From an optimization exercise on the open Yosys and OpenROAD flow, aimed at small area and a short achievable clock period; shortcuts taken in it are not production practice.
In this exercise RTL edits were held to simulation tests only and were not proved equivalent to the original.
No driver is modelled on the clock port, so clocking that relies on it looks cheaper here than on a real chip.
Power is estimated from default activity; no workload was simulated.

Setup of build 96:
// or_tree
module or_tree (
    input  logic                    clk,
    input  logic                    rst_n,
    input  logic                    alloc_valid,
    input  or_tree_pkg::alloc_req_t alloc_req,
    input  logic                    free_valid,
    input  or_tree_pkg::free_req_t  free_req,
    output logic                    alloc_rsp_valid,
    output or_tree_pkg::alloc_rsp_t alloc_rsp,
    output logic                    free_rsp_valid,
    output or_tree_pkg::free_rsp_t  free_rsp,
    output logic                    at_update_valid,
    output or_tree_pkg::at_update_t at_update
);
clock: 5.0 ns
lec_check: 0
cap_margin: 20
core_margin: 2
core_utilization: 60
setup_slack_margin: 3.25
slew_margin: 20
standard.sh (not shown) runs the stock make flow with config.mk's settings and CLKGATE_MAP_FILE= SYNTH_SCRIPT=/design/flow/synth_recipe.tcl, a recipe that flattens the netlist after the stock synthesis.
==> flow/flow/run.sh <==
#!/bin/bash
# Layout flow: the standard layout (standard.sh), with these changes.
# 0. The port buffers that global placement inserts are buf_2 cells.
# 1. TritonCTS clusters up to 25 sinks per leaf buffer (clkbuf_16 only), so the tree has
#    fewer, fuller leaf buffers.
# 3. Timing repair may resize a cell to one of another footprint (MATCH_CELL_FOOTPRINT=0).
# Each tool's full output goes to a log file in this folder (ORFS's own logs are under orfs/logs).
set -euo pipefail
export BUFFER_PORTS_ARGS="-buffer_cell sky130_fd_sc_hd__buf_2"
export CTS_ARGS="-sink_clustering_enable -repair_clock_nets -sink_clustering_size 25 -sink_clustering_max_diameter 100 -buf_list sky130_fd_sc_hd__clkbuf_16"
export POST_CTS_TCL="$PWD/flow/post_cts.tcl"
bash standard.sh MATCH_CELL_FOOTPRINT=0 SKIP_CTS_REPAIR_TIMING=1 finish > log_standard.txt 2>&1
==> flow/flow/post_cts.tcl <==
# Sourced by ORFS's cts.tcl (POST_CTS_TCL) after clock tree synthesis, with the CTS-stage timing
# repair skipped there so that it runs here on the final clock tree.
# 2. Repair setup timing and legalise, as cts.tcl does.
set block [ord::get_db_block]
set port_net [[$block findBTerm clk] getNet]
set root ""
foreach it [$port_net getITerms] { set root [$it getInst] }
set rname [$root getName]
set out_net ""
foreach it [$root getITerms] { if {[$it isOutputSignal]} { set out_net [$it getNet] } }
set loads {}
foreach it [$out_net getITerms] { if {[$it getInst] != $root} { lappend loads $it } }
puts "post_cts: root $rname ([[$root getMaster] getName]) drives [llength $loads] pins"
if {[llength $loads] > 4} { error "root drives too many pins" }
foreach it $loads { $it disconnect; $it connect $port_net }
odb::dbInst_destroy $root
odb::dbNet_destroy $out_net

estimate_parasitics -placement
repair_timing_helper
set result [catch { detailed_placement } msg]
if { $result != 0 } { error "Detailed placement failed after CTS repair: $msg" }
check_placement -verbose
Looking at the reports, build 96 completed the entire flow and the layout it produced met the timing, DRC and antenna checks.
Setup changes, build 96 to build 27
# build 96
export LEC_CHECK = 0
export CAP_MARGIN = 20
export CORE_MARGIN = 2
export CORE_UTILIZATION = 60
export SETUP_SLACK_MARGIN = 3.25
export SLEW_MARGIN = 20
create_clock -name core_clock -period 5.0 [get_ports {clk}]
# build 27
export LEC_CHECK = 0
export CAP_MARGIN = 20
export CORE_MARGIN = 2
export CORE_UTILIZATION = 60
export SETUP_SLACK_MARGIN = 3.35
export SLEW_MARGIN = 20
create_clock -name core_clock -period 5.0 [get_ports {clk}]
Findings:
- Build 27 and build 96 ended up with nearly the same clock latency on the worst-skew pair.
- Wire length on met1: build 96 vs build 27, no meaningful difference
- Build 27 ends up with a sequential share of cell area that is 1.2 points lower than in build 96.
diff inputs: build 27 => build 88
# build 27
export LEC_CHECK = 0
export CAP_MARGIN = 20
export CORE_MARGIN = 2
export CORE_UTILIZATION = 60
export SETUP_SLACK_MARGIN = 3.35
export SLEW_MARGIN = 20
create_clock -name core_clock -period 5.0 [get_ports {clk}]
# build 88
export LEC_CHECK = 0
export CAP_MARGIN = 20
export CORE_MARGIN = 2
export CORE_UTILIZATION = 60
export PLACE_DENSITY = 0.8
export SETUP_SLACK_MARGIN = 3
export SLEW_MARGIN = 20
create_clock -name core_clock -period 5.0 [get_ports {clk}]
[summary]
Compared build 88 vs build 27, and final critical-path share of the clock period is up in build 88.
Share of cell area taken by flip-flops and latches was lower in build 27 than in build 88.
Routed wire length delta for build 88 relative to build 27: about 9% lower
Cmp build 88 vs build 27: instance area at placement lower in build 88
Of build 27 and build 88, build 88 shows the lower proportion of power drawn by combinational gates, with build 27 above it.
Diff build 27 -> build 88 | max-slew headroom at the worst pin | increase of 6.4 points
Build 88 vs build 27, critical path depth went up by 5.
Taking build 27 as the reference, in build 88 multi-input logic portion of the cell area dropped 0.85 points; post-route standard cell area excluding fillers dropped about 8%; first-pass GRT wire length dropped about 6%; smallest hold slack barely changed.
For build 46, these inputs were changed with respect to build 88:
# build 88
export LEC_CHECK = 0
export CAP_MARGIN = 20
export CORE_MARGIN = 2
export CORE_UTILIZATION = 60
export PLACE_DENSITY = 0.8
export SETUP_SLACK_MARGIN = 3
export SLEW_MARGIN = 20
create_clock -name core_clock -period 5.0 [get_ports {clk}]
# build 46
export LEC_CHECK = 0
export CAP_MARGIN = 20
export CORE_MARGIN = 2
export CORE_UTILIZATION = 60
export SETUP_SLACK_MARGIN = 3.1
export SLEW_MARGIN = 20
create_clock -name core_clock -period 5.0 [get_ports {clk}]
Findings:
The non-clock buffer share of cell area in build 46 was higher than what build 88 gave.
When build 46 is set beside build 88, its shortest period the worst path allows turns out to be 190 ps smaller.
Build 46 reports a lower share of the clock period used by the worst path after layout than build 88 does.
For the power drawn by the combinational cells, build 46 came in 27% higher than build 88 did.
Build 46 vs. build 88: depth of the most critical reg-to-reg path has decreased; peak supply drop has increased; routed wire length has increased; non-clock buffer count has increased; first-pass GRT wire length has increased.
Looking only at global-route usage, and setting everything else aside, the higher value of build 88 and build 46 goes to build 46.
| design area | build 46 vs build 88 | 2.5% higher |
--- input diff build 46..build 94 ---
# build 46
export LEC_CHECK = 0
export CAP_MARGIN = 20
export CORE_MARGIN = 2
export CORE_UTILIZATION = 60
export SETUP_SLACK_MARGIN = 3.1
export SLEW_MARGIN = 20
create_clock -name core_clock -period 5.0 [get_ports {clk}]
# build 94
export LEC_CHECK = 0
export CAP_MARGIN = 20
export CORE_MARGIN = 2
export CORE_UTILIZATION = 60
export SETUP_SLACK_MARGIN = 3.15
export SLEW_MARGIN = 20
create_clock -name core_clock -period 5.0 [get_ports {clk}]
--- outcome ---
Build 94 ended with every stage complete and zero timing, DRC or antenna violations. Build 94 vs build 46 — longest individual stage delay on the worst path dropped 210 ps. [build 94] post-route clock period utilization fell 0.22 points relative to build 46. Diff build 94..build 46 | switching fraction of total power | negligible. Final cell count, build 46 and build 94, lower one = build 46. The via count on build 46 is in line with that on build 94. In build 94, the leakage power came out 0.12 nW above the value in build 46. Looking at final instance area across both flows, build 94 is the weaker of the two, with build 46 ahead. Going from build 46 to build 94, first-pass GRT wire length level; non-clock buffer count moved up; worst setup slack moved up; worst endpoint required time moved down.

-- what the ideal ports hide --
In the flow no input, the clock included, has a driving cell. The finished layouts below were timed again as built, in two steps. Step 1 (the two cells are an assumption about what drives the block):
set clk [get_ports {clk}]
set_driving_cell -lib_cell sky130_fd_sc_hd__clkbuf_16 $clk
set_driving_cell -lib_cell sky130_fd_sc_hd__buf_2 [delete_from_list [all_inputs] $clk]
Step 2 adds t to the input delays and takes it off the output delays; t is the mean of the earliest and latest rising clock arrival at the registers after step 1. Input paths then give back, and output paths get back, about the clock's delay inside the block. Three values: no drivers, after step 1, after step 2; two values: the first two.
| run | t, ns | setup slack, ns | worst data-port slew with drivers (ns) |
|---|---|---|---|
| build 96 | 0.554 | 3.055 / 2.984 / 2.764 | 0.04 |
| build 27 | 0.542 | 3.071 / 2.994 / 2.902 | 0.04 |
| build 88 | 0.532 | 2.869 / 2.869 / 2.721 | 0.07 |
| build 46 | 0.544 | 3.055 / 2.995 / 2.696 | 0.03 |
| build 94 | 0.542 | 3.066 / 2.985 / 2.741 | 0.04 |
After both steps setup and hold are still met in every run listed. The setup slack of build 46, which loses most, moves by -0.060 ns with the drivers and by -0.359 ns with both steps.
